Background: an optimization exercise with open tools, aiming at small area, a short achievable clock period and few clock cycles. Do not read the settings as production practice. Where RTL was checked, it was by simulation tests only, not by an equivalence proof against the original. For runs 2 to 4, only the layout was checked, not whether the RTL still works.

## flow/design.v (module list and top-level ports; edited modules follow where they fit)
// module dsp_27x27s_arbiter: 1966 lines
// module dsp_fa: 4 lines
// module dsp_ha: 4 lines
// module dsp_fa1: 4 lines
// module dsp_ha1: 4 lines
module dsp_27x27s_arbiter (
  input  logic         clk,
  input  logic         aclr_n,
  input  logic [3:0]   req_valid,
  output logic [3:0]   req_ready,
  input  logic [107:0] req_ax,
  input  logic [107:0] req_ay,
  output logic         res_valid,
  input  logic         res_ready,
  output logic [1:0]   res_id,
  output logic [53:0]  res_data
);
  // ...
==> flow/flow/run.sh <==
#!/bin/bash
# Standard layout, with buf_1 cells as the port buffers.
set -euo pipefail
export BUFFER_PORTS_ARGS="-buffer_cell sky130_fd_sc_hd__buf_1"
bash standard.sh finish > standard_flow.log 2>&1
==> flow/standard.sh <==
#!/bin/bash
# synth_recipe.tcl (not shown) runs the flow's synth.tcl, then flattens the netlist and writes it again
# the make line also repeats each setting of config.mk as NAME=value (left out here)
make -C /OpenROAD-flow-scripts/flow DESIGN_CONFIG=/design/flow/config.mk WORK_HOME=/design/flow/orfs CLKGATE_MAP_FILE= SYNTH_SCRIPT=/design/flow/synth_recipe.tcl "${@:-finish}"
==> flow/config.mk <==
export PLATFORM = sky130hd
export DESIGN_NAME = dsp_27x27s_arbiter
export DESIGN_NICKNAME = dsp_27x27s_arbiter
export VERILOG_FILES = /design/flow/design.v
export SDC_FILE = /design/flow/constraint.sdc
export NUM_CORES = 4
export LEC_CHECK = 0
export CAP_MARGIN = 20
export CORE_MARGIN = 2
export CORE_UTILIZATION = 78
export CTS_BUF_LIST = sky130_fd_sc_hd__clkbuf_4 sky130_fd_sc_hd__clkbuf_8
export PLACE_DENSITY = 0.85
export SETUP_SLACK_MARGIN = 3.6
export SLEW_MARGIN = 20
export SYNTH_HIERARCHICAL = 1
==> flow/constraint.sdc <==
create_clock -name core_clock -period 7.3 [get_ports {clk}]
set_input_delay 1.4600 -clock core_clock [delete_from_list [all_inputs] [get_ports {clk}]]
set_output_delay 1.4600 -clock core_clock [all_outputs]
set_load 0.01 [all_outputs]
==> results.json, run 1 <==
{
  "status": "aborted with a tool error",
  "lastStage": "global routing (5_1_grt)",
  "error_line": "[ERROR GRT-0232] Routing congestion too high. Check the congestion heatmap in the GUI.",
  "numPlacedInstances": 2915,
  "clock_sinks": 241,
  "chipHeight_um": 185,
  "synth_edf_count": 165,
  "h-tree-depth": 2,
  "synth-xor-area-share_pct": 15.6,
  "overflow": 8,
  "start_util_pct": 78.7,
  "synth_most_common_cell": "a22oi_1",
  "top_usage_layer": "met2",
  "cts_root_buf": "clkbuf_8",
  "io_pins": 284,
  "synth_mux_area_share_pct": 1.13,
  "async_reset_ff_share_pct": 3.32,
  "synthTopCellsByCount": "422 x a22oi_1, 407 x xnor2_1, 306 x fa_1, 165 x edfxtp_1, 143 x clkbuf_1",
  "std_cell_rows": 66,
  "grt_usage_pct": 82.0,
  "dpl_cell_area_sq_um": 26700,
  "synth.yosys.seq_area_share_pct": 25.6,
  "syn_area_sq_um": 25500,
  "synth.top_cell.area_share_pct": 24.1,
  "synthCells": 2368,
  "post-place-ws_ps": 2530,
  "use_met3_pct": 72.0,
  "post_cts_resized": 257,
  "fp.dieW_um": 185,
  "synth_adder_area_share_pct": 29.2,
  "yosys-top-cells-area": "fa_1 24%, edfxtp_1 19%, xnor2_1 14%, a22oi_1 12%, dfxtp_1 5.3%",
  "synth_simple_gate_area_share_pct": 5.30,
  "use_met2_pct": 94.5,
  "syn_area_per_cell_sq_um": 10.8,
  "place_hpwl_um": 58400,
  "synth_compound_area_share_pct": 18.5,
  "io_buffers": 283,
  "grtUsageMet1_pct": 80.2,
  "ys_types": 66
}
Testbench counts, summed over its fixed seeds: cycles 5,494.
==> inputs of run 2 (changes only) <==
--- a/flow/design.v
+++ b/flow/design.v
@@ -5,81 +5,52 @@
   output logic [3:0]   req_ready,
   input  logic [107:0] req_ax,
   input  logic [107:0] req_ay,
   output logic         res_valid,
   input  logic         res_ready,
   output logic [1:0]   res_id,
   output logic [53:0]  res_data
 );
-  logic [1:0]  ptr_q;      
-  logic [3:0]  nxt_q;      
-  logic        s1_v, s2_v;
-  logic [1:0]  s1_id, s2_id;
+  logic [1:0]  ptr_q;
+  logic        s0_v, s1_v, s2_v;
+  logic [1:0]  s0_id, s1_id, s2_id;
   logic [26:0] s0_x;
   logic [13:0] s0_one, s0_two, s0_neg;
   logic [13:0] b_one, b_two, b_neg;
   logic [53:0] s1_a, s1_b, s2_p;
   logic [53:0] ra, rb;
   logic        en;
-  logic [3:0]  blk;
-  logic [3:0]  gnt;
-  logic        any;
-  logic [1:0]  nxt_id;
-  logic [3:0]  win_a, win_b, nxt_d;
+  logic [3:0]  win;
+  logic [1:0]  win_id;
   logic [26:0] sel_x, sel_y;
   assign en = ~s2_v | res_ready;
   always_comb begin
     logic [1:0] di, dk;
     for (int i = 0; i < 4; i++) begin
-      blk[i] = 1'b0;
+      win[i] = req_valid[i];
       di = 2'(i) - ptr_q;
       for (int k = 0; k < 4; k++) begin
         dk = 2'(k) - ptr_q;
         if (dk < di && req_valid[k])
-          blk[i] = 1'b1;
+          win[i] = 1'b0;
       end
     end
   end
-  assign gnt       = nxt_q & req_valid & ~blk & {4{aclr_n & en}};
-  assign req_ready = gnt;
-  assign any       = |gnt;
+  assign req_ready = win & {4{aclr_n & en}};
   always_comb begin
-    nxt_id = 2'd0;
+    win_id = 2'd0;
+    sel_x  = '0;
+    sel_y  = '0;
     for (int i = 0; i < 4; i++) begin
-      if (nxt_q[i]) nxt_id = 2'(i);
-    end
-  end
-  always_comb begin
-    logic [1:0] d;
-    logic       fa, fb;
-    win_a = '0;
-    win_b = '0;
-    fa = 1'b0;
-    fb = 1'b0;
-    for (int k = 0; k < 4; k++) begin
-      d = nxt_id + 2'd1 + 2'(k);
-      if (!fa && k < 3 && req_valid[d]) begin
-        win_a[d] = 1'b1;
-        fa = 1'b1;
-      end
-      d = ptr_q + 2'(k);
-      if (!fb && req_valid[d]) begin
-        win_b[d] = 1'b1;
-        fb = 1'b1;
+      if (win[i]) begin
+        win_id = 2'(i);
       end
-    end
-  end
-  assign nxt_d = any ? win_a : win_b;
-  always_comb begin
-    sel_x = '0;
-    sel_y = '0;
-    for (int i = 0; i < 4; i++) begin
-      sel_x = sel_x | (req_ax[27*i +: 27] & {27{nxt_d[i]}});
-      sel_y = sel_y | (req_ay[27*i +: 27] & {27{nxt_d[i]}});
+      sel_x = sel_x | (req_ax[27*i +: 27] & {27{win[i]}});
+      sel_y = sel_y | (req_ay[27*i +: 27] & {27{win[i]}});
     end
   end
   always_comb begin
     logic y2, y1, y0;
     for (int j = 0; j < 14; j++) begin
       y2 = (2*j+1 < 27) ? sel_y[2*j+1] : sel_y[26];
       y1 = sel_y[2*j];
       y0 = (j > 0) ? sel_y[2*j-1] : 1'b0;
@@ -1930,39 +1901,40 @@
   logic m1447;
   logic m1448;
   dsp_ha1 u_1449 (.a(m392), .s(m1447), .co(m1448));
   assign ra = {m1448, m1447, m1444, m1441, m1438, m1435, m1432, m1429, m1424, m1421, m1418, m1415, m1414, m1409, m1406, m1403, m1400, m1397, m1394, m1393, m1390, m1385, m1384, m1379, m1376, m1373, m1370, m1367, m1364, m1361, m1358, m1355, m1352, m1349, m1346, m1343, m1340, m1337, m1334, m1331, m1328, m1325, m1322, m1319, m1316, m1313, m1310, m1307, m1304, m1301, m1298, m30, m2, s0_neg[0]};
   assign rb = {m393, m1445, m1442, m1439, m1436, m1433, m1430, m1427, m1426, m1423, m1420, m1417, m1412, m1411, m1408, m1405, m1402, m1399, m1396, m1391, m1388, m1387, m1382, m1381, m1378, m1375, m1372, m1369, m1366, m1363, m1360, m1357, m1354, m1351, m1348, m1345, m1342, m1339, m1336, m1333, m1330, m1327, m1324, m1321, m1318, m1315, m1312, m1309, m1306, m1303, m1300, m1297, 1'b0, m1};
   always_ff @(posedge clk or negedge aclr_n) begin
     if (!aclr_n) begin
       ptr_q <= 2'd0;
-      nxt_q <= 4'd0;
+      s0_v  <= 1'b0;
       s1_v  <= 1'b0;
       s2_v  <= 1'b0;
     end else begin
-      nxt_q <= nxt_d;
-      if (any) ptr_q <= nxt_id + 2'd1;
       if (en) begin
-        s1_v <= any;
+        s0_v <= |win;
+        s1_v <= s0_v;
         s2_v <= s1_v;
+        if (|win) ptr_q <= win_id + 2'd1;
       end
     end
   end
   always_ff @(posedge clk) begin
-    s0_x   <= sel_x;
-    s0_one <= b_one;
-    s0_two <= b_two;
-    s0_neg <= b_neg;
     if (en) begin
-      s1_a  <= ra;
-      s1_b  <= rb;
-      s1_id <= nxt_id;
-      s2_p  <= s1_a + s1_b;
-      s2_id <= s1_id;
+      s0_x   <= sel_x;
+      s0_one <= b_one;
+      s0_two <= b_two;
+      s0_neg <= b_neg;
+      s0_id  <= win_id;
+      s1_a   <= ra;
+      s1_b   <= rb;
+      s1_id  <= s0_id;
+      s2_p   <= s1_a + s1_b;
+      s2_id  <= s1_id;
     end
   end
   assign res_valid = s2_v;
   assign res_id    = s2_id;
   assign res_data  = s2_p;
 endmodule
 module dsp_fa (input logic a, b, c, output logic s, co);
   assign s  = a ^ b ^ c;
==> flow/run.sh (new file) <==
#!/bin/bash
# synth_recipe.tcl (not shown) runs the flow's synth.tcl, then flattens the netlist and writes it again
# the make line also repeats each setting of config.mk as NAME=value (left out here)
make -C /OpenROAD-flow-scripts/flow DESIGN_CONFIG=/design/flow/config.mk WORK_HOME=/design/flow/orfs CLKGATE_MAP_FILE= SYNTH_SCRIPT=/design/flow/synth_recipe.tcl finish
==> flow/config.mk (replaced) <==
export PLATFORM = sky130hd
export DESIGN_NAME = dsp_27x27s_arbiter
export DESIGN_NICKNAME = dsp_27x27s_arbiter
export VERILOG_FILES = /design/flow/design.v
export SDC_FILE = /design/flow/constraint.sdc
export NUM_CORES = 4
export LEC_CHECK = 0
export CAP_MARGIN = 20
export CORE_MARGIN = 2
export CORE_UTILIZATION = 45
export PLACE_DENSITY = 0.6
export SLEW_MARGIN = 20
export SYNTH_HIERARCHICAL = 1
removed: flow/flow/run.sh
removed: flow/standard.sh
==> run 2 against run 1 <==
Against the previous run: now clean on timing, DRC and antenna; area after synthesis increased by 1.7%; synthesized cell count is 0.84% higher.
==> results.json, run 2 <==
{
  "status": "finished clean",
  "cts_max_path_buffers": 3,
  "top_regs": "s1_a: 54 flops, s2_p: 54 flops, s1_b: 53 flops",
  "grt_max_degree": 81,
  "synth.yosys.seq_area_share_pct": 27.7,
  "maxCapViolCount": 0,
  "synthCells": 2388,
  "async_reset_ff_share_pct": 2.08,
  "final_cell_mix": "450 x a22oi_1, 410 x xnor2_1, 306 x fa_1",
  "crit_fanout": 3,
  "synthTopCellsByCount": "450 x a22oi_1, 410 x xnor2_1, 306 x fa_1, 235 x edfxtp_1, 162 x nand2_1",
  "crit_required_ps": 5840,
  "synth_edf_count": 235,
  "post_cts_resized": 0,
  "die_area_sq_um": 59500,
  "syn_area_sq_um": 25900,
  "wl_per_cell_um": 25.0,
  "drc": 0,
  "yosysWarningCount": 7,
  "critical-path-max-stage-delay_ps": 600,
  "numCtsBuffers": 27,
  "io_pins": 284,
  "via_per_inst": 6.10,
  "wl_um": 82500,
  "drt-pass1-iter-count": 8,
  "std_cell_rows": 87,
  "worstSetupPathType": "input pin to primary output",
  "max_freq_ghz": 0.211,
  "top_usage_layer": "met2",
  "ys_types": 72,
  "h-tree-depth": 1,
  "overflow": 0,
  "chipHeight_um": 244,
  "antenna_found_initial": 1,
  "path_cells": "clkdlybuf4s50_1, inv_1, o21ai_0, a211oi_4, and3_1, clkdlybuf4s50_1",
  "rsz0062_at_grt": "no",
  "fp.dieW_um": 244,
  "end_kind": "primary output",
  "critPathArrivalTime_ps": 3280,
  "place_hpwl_um": 56400,
  "synth.net_count": 3015,
  "synthToLayoutAreaGrowth_pct": 16.8,
  "fill_cells": 5036,
  "postRouteAntennaNets": 0,
  "drtIter0Drc": 1878,
  "drive_above_1_share_pct": 5.71,
  "place_congestion": 0.890,
  "clock_sinks": 240,
  "start_util_pct": 45.8,
  "yosys-top-cells-area": "edfxtp_1 27%, fa_1 24%, xnor2_1 14%, a22oi_1 13%, ha_1 4.7%",
  "setup_viol": 0,
  "yosysTopAreaCell": "edfxtp_1",
  "clkSlewWorstSetupHoldPaths_ps": 60,
  "syn_area_per_cell_sq_um": 10.8,
  "grt_pass1_wl_um": 126000,
  "post-place-ws_ps": 2570,
  "insertion_delay_ps": 580,
  "mostFrequentLayoutCell": "a22oi_1",
  "grt_pass1_vias": 21068,
  "post-cts-setup-buffers": 0,
  "final_max_slew_viol_count": 0,
  "synth-main-ff-cell": "edfxtp_1",
  "finalCritPeriodShare_pct": 64.9,
  "ctsHoldBuffers": 0,
  "min_path_type": "flop to flop",
  "io_buffers": 283,
  "synth_most_common_cell": "a22oi_1",
  "critPathMostFrequentCell": "clkdlybuf4s50_1",
  "grt_usage_pct": 27.5,
  "ys_seq_elements": 240,
  "period_needed_ps": 4740,
  "hold_violations": 0,
  "cts_root_buf": "clkbuf_16",
  "core_area_sq_um": 56600,
  "use_met3_pct": 7.52,
  "fin_worst_skew_ps": 25.0,
  "max_slew_margin_pct": 26.7,
  "crit_slowest_cell": "clkdlybuf4s50_1",
  "fin_tns_setup_ps": 0,
  "setup_ws_ps": 2560,
  "nets": 3149,
  "grtUsageMet1_pct": 36.9,
  "worstMarginPinSlew_ps": 1100,
  "use_met2_pct": 42.4,
  "num_vias": 20119,
  "cts_tree": "yes",
  "synth.top_cell.area_share_pct": 27.2,
  "start_kind": "input pin"
}
-- run 2: worst paths after layout --
check                             start           end  slack, ps  cells after the start
max reg2reg                    s0_x[23]      s1_a[31]       2630                     11
max in group asynchronous        aclr_n          s2_v       5830                      1
max                        req_valid[0]  req_ready[1]       2560                      6
min in group asynchronous        aclr_n          s1_v       1190                      1
min                            s1_id[1]      s2_id[1]        420                      0
min reg2reg                    s1_id[1]      s2_id[1]        420                      0
-- run 2: kinds of logic (layout without fill, tap and decap cells) --
family | Yosys count | in the layout | synth area share (%)
compound gates | 672 | 672 | 18.5
xor+xnor | 452 | 452 | 15.3
fa+ha+maj | 404 | 404 | 28.4
simple gates | 309 | 309 | 5.39
buf+inv | 309 | 462 | 4.61
flops | 240 | 240 | 27.7
mux | 2 | 2 | 0.0821
other cells | 0 | 1 | 0
-- run 2: cell type report --
cell class | instances | area [sq um] | share of cell area [%]
clock inverters | 12 | 218 | 0.719
inverters | 55 | 206 | 0.682
well taps | 756 | 946 | 3.13
diodes | 1 | 2.50 | 0.00827
clock buffers | 36 | 739 | 2.44
repair buffers | 359 | 3410 | 11.3
flip-flops and latches | 240 | 7180 | 23.7
multi-input cells | 1839 | 17600 | 58.0
-- run 2: metal layers --
| metal | wire, um | part of all wire, % | up-vias |
|---|---|---|---|
| met3 | 8990 | 11 | 232 |
| met5 | 13 | 0.016 | - |
| li1 | - | - | 8797 |
| met2 | 36600 | 44 | 1238 |
| met4 | 3310 | 4.0 | 2 |
| met1 | 33500 | 41 | 9850 |
-- run 2: critical path: cells and delay by family --
family	cells	cell delay (ps)
AO/OA/AOI/OAI	2	430
buffers and inverters	3	1200
AND/OR/NAND/NOR	1	180
-- run 2: per-module statistics from Yosys, one instance, submodules excluded --
module / area (sq um) / times used / flip-flops and latches
dsp_ha1: 11.3 / 5 / 0
dsp_27x27s_arbiter: 19100 / 1 / 240
dsp_fa: 20.0 / 306 / 0
dsp_fa1: 27.5 / 7 / 0
dsp_ha: 12.5 / 34 / 0
-- run 2: stage by stage --
stage | util, % | cell area, sq um | hold WS, ps | std cells
2_1_floorplan | - | 25900 | 400 | 2388
3_3_place_gp | 51.7 | 29300 | 404 | 3248
3_5_place_dp | 51.7 | 29300 | 405 | 3248
4_1_cts | 53.4 | 30200 | 419 | 3296
5_1_grt | 53.5 | 30300 | 428 | 3297
6_report | 53.5 | 30300 | 418 | 3298
==> inputs of run 3 (changes only) <==
--- a/flow/config.mk
+++ b/flow/config.mk
@@ -10,4 +10,5 @@
 export CORE_UTILIZATION = 45
 export PLACE_DENSITY = 0.6
+export SETUP_SLACK_MARGIN = 3.6
 export SLEW_MARGIN = 20
 export SYNTH_HIERARCHICAL = 1
==> run 3 against run 2 <==
Against the previous run: critical path depth is 3 higher; worst setup slack improved by 720 ps; utilization increased by 3.2 points; highest routed layer unchanged.
==> results.json, run 3 <==
{
  "r2r_slack_ps": 3280,
  "num_vias": 21008,
  "core_area_sq_um": 56600,
  "status": "finished clean",
  "place_hpwl_um": 58200,
  "overflow": 0,
  "period_needed_ps": 4020,
  "synth-main-ff-cell": "edfxtp_1",
  "synth_most_common_cell": "a22oi_1",
  "chipHeight_um": 244,
  "async_reset_ff_share_pct": 2.08,
  "nets": 3228,
  "std_cell_rows": 87,
  "yosys-top-cells-area": "edfxtp_1 27%, fa_1 24%, xnor2_1 14%, a22oi_1 13%, ha_1 4.7%",
  "synth_top_family_by_area": "adder cells",
  "syn_area_per_cell_sq_um": 10.8,
  "via_per_inst": 6.22,
  "drive_above_1_share_pct": 15.3,
  "cts_tree": "yes",
  "ys_seq_elements": 240,
  "grt_max_degree": 80,
  "wl_per_cell_um": 26.1,
  "fill_cells": 4874,
  "drtIter0Drc": 2223,
  "synth.top_cell.area_share_pct": 27.2,
  "synth.yosys.seq_area_share_pct": 27.7,
  "yosysWarningCount": 7,
  "synth_simple_gate_area_share_pct": 5.39,
  "finalCritPeriodShare_pct": 55.1,
  "insertion_delay_ps": 580,
  "max_freq_ghz": 0.249,
  "min_path_type": "flop to flop",
  "numCtsBuffers": 28,
  "grt_usage_pct": 29.1,
  "syn_area_sq_um": 25900,
  "antenna_found_initial": 4,
  "fp.dieW_um": 244,
  "synth_edf_count": 235,
  "end_kind": "flop",
  "final_max_slew_viol_count": 0,
  "synth_compound_area_share_pct": 18.5,
  "grt_pass1_wl_um": 133000,
  "timing.rr.start": "s0_x[17]",
  "diodes": 0,
  "drc": 0,
  "cts_root_buf": "clkbuf_16",
  "synthCells": 2388,
  "endpoint": "s1_b[28]",
  "wl_met3_um": 10100,
  "hold_violations": 0,
  "rsz0062_at_grt": "yes",
  "die_area_sq_um": 59500,
  "r2r_cells": 9,
  "mostFrequentLayoutCell": "a22oi_1",
  "wl_met2_um": 40100,
  "synth.net_count": 3015,
  "rr_endpoint": "s1_b[28]",
  "fin_tns_setup_ps": 0,
  "start_util_pct": 45.8,
  "top_regs": "s1_a: 54 flops, s2_p: 54 flops, s1_b: 53 flops",
  "worstMarginPinSlew_ps": 947,
  "clock_sinks": 240,
  "wl_um": 88200,
  "crit_required_ps": 7620,
  "postRouteAntennaNets": 0,
  "crit_fanout": 5,
  "drt-met1-wl_um": 34800,
  "ys_types": 72,
  "cts_max_path_buffers": 3,
  "setup_viol": 0,
  "synth_mux_area_share_pct": 0.0821,
  "place_congestion": 0.894,
  "synth-xor-area-share_pct": 15.3,
  "yosysTopAreaCell": "edfxtp_1",
  "synth_adder_area_share_pct": 28.4,
  "clkSlewWorstSetupHoldPaths_ps": 60,
  "maxCapViolCount": 0,
  "h-tree-depth": 1,
  "cp-startpoint": "s0_x[17]",
  "synthToLayoutAreaGrowth_pct": 23.9,
  "drt-pass1-iter-count": 6,
  "critPathArrivalTime_ps": 4340,
  "io_pins": 284,
  "io_buffers": 283,
  "highest_layer": "met5",
  "start_kind": "flop",
  "grt_pass1_vias": 21626,
  "synthTopCellsByCount": "450 x a22oi_1, 410 x xnor2_1, 306 x fa_1, 235 x edfxtp_1, 162 x nand2_1",
  "fin_worst_skew_ps": 11.0,
  "worstSetupPathType": "flop to flop",
  "final_cell_mix": "395 x a22oi_1, 393 x xnor2_1, 273 x clkdlybuf4s50_1",
  "max_slew_margin_pct": 36.9
}
[run 3: logic make-up after synthesis]
| logic type | after synthesis |
|---|---|
| AOI/OAI and AO/OA | 672 |
| xor gates and xnor gates | 452 |
| adders and majority gates | 404 |
| buffers and inverters | 309 |
| DFF | 240 |
| muxes | 2 |
| and+or+nand+nor | 309 |
[run 3: routing by layer]
metal	track usage [%]	vias to the layer above
met3	7.96	231
met5	0	-
met2	45.4	1410
met1	39.0	10399
met4	10.7	6
li1	-	8962
[run 3: area by class of cell]
type | count | area, sq um | share of cell area, %
flip-flops and latches | 240 | 7180 | 22.4
well taps | 756 | 946 | 2.95
clock buffers | 31 | 733 | 2.28
clock inverters | 21 | 250 | 0.780
repair buffers | 436 | 4560 | 14.2
multi-input cells | 1840 | 18200 | 56.8
inverters | 55 | 211 | 0.659
[run 3: how the worst min path moves through the flow]
stage | start | endpoint | slack (ps) | cells past startpoint
floorplan | s0_id[0] | s1_id[0] | 400 | 0
global placement | s1_id[1] | s2_id[1] | 400 | 0
detailed placement | s1_id[0] | s2_id[0] | 410 | 0
CTS | s0_id[0] | s1_id[0] | 440 | 0
global route | s0_id[0] | s1_id[0] | 430 | 0
finish | s1_id[1] | s2_id[1] | 430 | 0
[run 3: per-module statistics from Yosys, one instance, submodules excluded]
module	cells	copies in the design	flops+latches
dsp_27x27s_arbiter	2003	1	240
dsp_fa	1	306	0
dsp_ha1	2	5	0
dsp_fa1	5	7	0
dsp_ha	1	34	0
[run 3: worst max-delay path, stage by stage (launching register included)]
cell and delay, ps:
edfxtp_1 520, buf_6 200, a22oi_2 210, xnor2_2 120
fa_2 350, fa_1 500, fa_1 530, fa_2 360
fa_2 540, fa_2 420
[run 3: repair_timing]
item                                    CTS  global route
resized for setup                       185           114
endpoints found under the setup margin  141            45
gates cloned                              7             3
hold buffers                              0             0
pin swaps                                48            69
buffers inserted                         51            18
[run 3: metrics by stage]
| stage | hold slack [ps] | worst slack [ps] | cell area (sq um) | instances | util, % |
|---|---|---|---|---|---|
| 3_3_place_gp | 403 | 2550 | 29400 | 3248 | 51.9 |
| 3_5_place_dp | 406 | 2580 | 29400 | 3248 | 51.9 |
| 5_1_grt | 431 | 3270 | 32100 | 3379 | 56.7 |
| 4_1_cts | 438 | 3360 | 31500 | 3358 | 55.6 |
| 6_report | 433 | 3280 | 32100 | 3379 | 56.7 |
| 2_1_floorplan | 400 | 3230 | 26300 | 2388 | - |
==> inputs of run 4 (changes only) <==
==> flow/flow/run.sh (new file) <==
#!/bin/bash
# Standard layout, with buf_1 cells as the port buffers.
set -euo pipefail
export BUFFER_PORTS_ARGS="-buffer_cell sky130_fd_sc_hd__buf_1"
bash standard.sh finish > standard_flow.log 2>&1
==> flow/standard.sh (new file) <==
#!/bin/bash
# synth_recipe.tcl (not shown) runs the flow's synth.tcl, then flattens the netlist and writes it again
# the make line also repeats each setting of config.mk as NAME=value (left out here)
make -C /OpenROAD-flow-scripts/flow DESIGN_CONFIG=/design/flow/config.mk WORK_HOME=/design/flow/orfs CLKGATE_MAP_FILE= SYNTH_SCRIPT=/design/flow/synth_recipe.tcl "${@:-finish}"
removed: flow/run.sh
==> run 4 against run 3 <==
Against the previous run: first-iteration DRC count rose by 5.8%; clock-buffer cell count is 7 higher; critical path depth is the same; final cell count rose by 0.95%; via count is 1.2% higher; register-to-register slack better by 50 ps; final area decreased by 3.7%; utilization is 2.1 points lower; critical path type unchanged.
==> results.json, run 4 <==
{
  "status": "finished clean",
  "synth.top_cell.area_share_pct": 27.2,
  "critical-path-max-stage-delay_ps": 550,
  "clock_sinks": 240,
  "synth-main-ff-cell": "edfxtp_1",
  "end_kind": "flop",
  "cts_root_buf": "clkbuf_16",
  "finalCritPeriodShare_pct": 54.3,
  "period_needed_ps": 3970,
  "mostFrequentLayoutCell": "xnor2_1",
  "num_vias": 21263,
  "ys_seq_elements": 240,
  "synth.yosys.seq_area_share_pct": 27.7,
  "syn_area_per_cell_sq_um": 10.8,
  "ctsHoldBuffers": 0,
  "grt_pass1_wl_um": 135000,
  "yosysWarningCount": 7,
  "final_cell_mix": "398 x xnor2_1, 389 x a22oi_1, 273 x buf_1",
  "drive_above_1_share_pct": 16.6,
  "overflow": 0,
  "hold_violations": 0,
  "die_area_sq_um": 59500,
  "use_met2_pct": 45.7,
  "syn_area_sq_um": 25900,
  "synthCells": 2388,
  "rsz0062_at_grt": "yes",
  "antenna_found_initial": 6,
  "synth_edf_count": 235,
  "cts_tree": "yes",
  "postRouteAntennaNets": 0,
  "fin_tns_setup_ps": 0,
  "fin_worst_skew_ps": 21.3,
  "use_met3_pct": 8.46,
  "path_buf_inv": 1,
  "max_freq_ghz": 0.252,
  "final_max_slew_viol_count": 0,
  "fill_cells": 4891,
  "place_congestion": 0.922,
  "chipHeight_um": 244,
  "io_buffers": 283,
  "grt_max_degree": 142,
  "worstMarginPinSlew_ps": 790,
  "h-tree-depth": 1,
  "start_kind": "flop",
  "nets": 3256,
  "post-place-ws_ps": 2690,
  "synth.net_count": 3015,
  "setup_viol": 0,
  "drt-pass1-iter-count": 6,
  "place_hpwl_um": 56600,
  "crit_fanout": 7,
  "synthTopCellsByCount": "450 x a22oi_1, 410 x xnor2_1, 306 x fa_1, 235 x edfxtp_1, 162 x nand2_1",
  "drtIter0Drc": 2351,
  "top_usage_layer": "met2",
  "crit_slowest_cell": "fa_2",
  "grt_usage_pct": 29.9,
  "numCtsBuffers": 30,
  "yosys-top-cells-area": "edfxtp_1 27%, fa_1 24%, xnor2_1 14%, a22oi_1 13%, ha_1 4.7%",
  "async_reset_ff_share_pct": 2.08,
  "synth_most_common_cell": "a22oi_1",
  "io_pins": 284,
  "yosysTopAreaCell": "edfxtp_1",
  "crit_required_ps": 7620,
  "setup_ws_ps": 3330,
  "insertion_delay_ps": 600,
  "synthToLayoutAreaGrowth_pct": 19.3,
  "ys_types": 72,
  "grtUsageMet1_pct": 38.5,
  "max_slew_margin_pct": 47.3,
  "core_area_sq_um": 56600,
  "std_cell_rows": 87,
  "min_path_type": "flop to flop",
  "cts_max_path_buffers": 3,
  "clkSlewWorstSetupHoldPaths_ps": 60,
  "via_per_inst": 6.23,
  "critPathArrivalTime_ps": 4290,
  "top_regs": "s1_a: 54 flops, s2_p: 54 flops, s1_b: 53 flops",
  "critPathMostFrequentCell": "fa_2",
  "whs_ps": 421,
  "maxCapViolCount": 0,
  "start_util_pct": 45.8,
  "worstSetupPathType": "flop to flop",
  "fp.dieW_um": 244,
  "wl_um": 90800,
  "drc": 0,
  "wl_per_cell_um": 26.6,
  "crit_family": "adder cells",
  "grt_pass1_vias": 21869,
  "path_cells": "buf_12, a22oi_2, xnor2_1, fa_2, fa_2, fa_1, fa_2, fa_2, fa_2",
  "utilization_pct": 54.6
}
-- run 4: cell families after synthesis --
kind of cell / count (synthesis) / synth area share, %
flops: 240 / 27.7
xor+xnor: 452 / 15.3
simple gates: 309 / 5.39
buf+inv: 309 / 4.61
mux: 2 / 0.0821
compound gates: 672 / 18.5
fa+ha+maj: 404 / 28.4
-- run 4: worst register-to-register path, cell delays in order, from the launching register on --
cell and delay (ps):
edfxtp_1 510, buf_12 210, a22oi_2 200, xnor2_1 100, fa_2 360, fa_2 490, fa_1 470, fa_2 380
fa_2 550, fa_2 430
-- run 4: what timing repair did --
| item | in CTS | in global routing |
|---|---|---|
| endpoints found under the setup margin | 65 | 46 |
| setup buffers | 66 | 25 |
| pin swaps | 81 | 86 |
| resized for setup | 201 | 101 |
| endpoints found under the hold margin | 0 | 0 |
| cloned | 15 | 3 |
-- run 4: worst paths after layout --
| kind | cells past startpoint | start | slack [ps] | to |
|---|---|---|---|---|
| min in group asynchronous | 1 | aclr_n | 780 | s0_v |
| max in group asynchronous | 1 | aclr_n | 6240 | ptr_q[1] |
| min reg2reg | 0 | s1_id[1] | 420 | s2_id[1] |
| max reg2reg | 9 | s0_x[16] | 3330 | s1_b[30] |
| max | 9 | s0_x[16] | 3330 | s1_b[30] |
| min | 0 | s1_id[1] | 420 | s2_id[1] |
-- run 4: area by class of cell --
class,instances,area (sq um),area share [%]
Clock buffer,38,822,2.66
Tap cell,756,946,3.06
Timing Repair Buffer,459,3290,10.7
Sequential cell,240,7180,23.2
Clock inverter,18,161,0.522
Inverter,55,211,0.684
Multi-Input combinational cell,1843,18300,59.2
Antenna cell,2,5.00,0.0162
-- run 4: per-stage QoR --
stage	cell area, sq um	std cells
5_1_grt	30900	3410
3_3_place_gp	27600	3243
2_1_floorplan	26300	2388
3_5_place_dp	27600	3244
4_1_cts	30300	3381
6_report	30900	3411
-- run 4: routing by layer --
| metal | up-vias | part of all wire [%] |
|---|---|---|
| li1 | 9024 | - |
| met1 | 10503 | 39 |
| met2 | 1446 | 45 |
| met3 | 282 | 11 |
| met4 | 8 | 5.3 |
| met5 | - | 0.052 |
-- run 4: modules after synthesis (local to each module, per instance) --
module,area (sq um),cells inside,flops+latches,copies in the design
dsp_27x27s_arbiter,19100,2003,240,1
dsp_fa,20.0,1,0,306
dsp_fa1,27.5,5,0,7
dsp_ha,12.5,1,0,34
dsp_ha1,11.3,2,0,5

[separate check: timing with driven ports]
The flow's constraints put no driver on any port. The routed layouts listed below were extracted and timed again, unchanged, in two steps. Step 1 assumes that a clkbuf_16 drives the clock port and a buf_2 every other input. Step 2 also shifts input and output timing later by t, the mid clock arrival at the registers, as if the neighbouring blocks saw the same clock. Three values: no drivers, after step 1, after step 2; two values: the first two.
run	t, ns	setup slack, ns	worst setup path at the end	worst register clock-pin slew, ns	worst slew at a driven data input, ns
run 2	0.621	2.563 / 2.543 / 2.543	input to output	0.07 / 0.07	0.11
run 3	0.637	3.281 / 3.281 / 3.281	register to register	0.06 / 0.06	0.12
run 4	0.646	3.334 / 3.334 / 3.334	register to register	0.08 / 0.08	0.10
After both steps setup and hold are still met in every run listed. For run 2, which loses most, drivers alone change the setup slack by -0.020 ns; drivers and shift together by -0.020 ns.
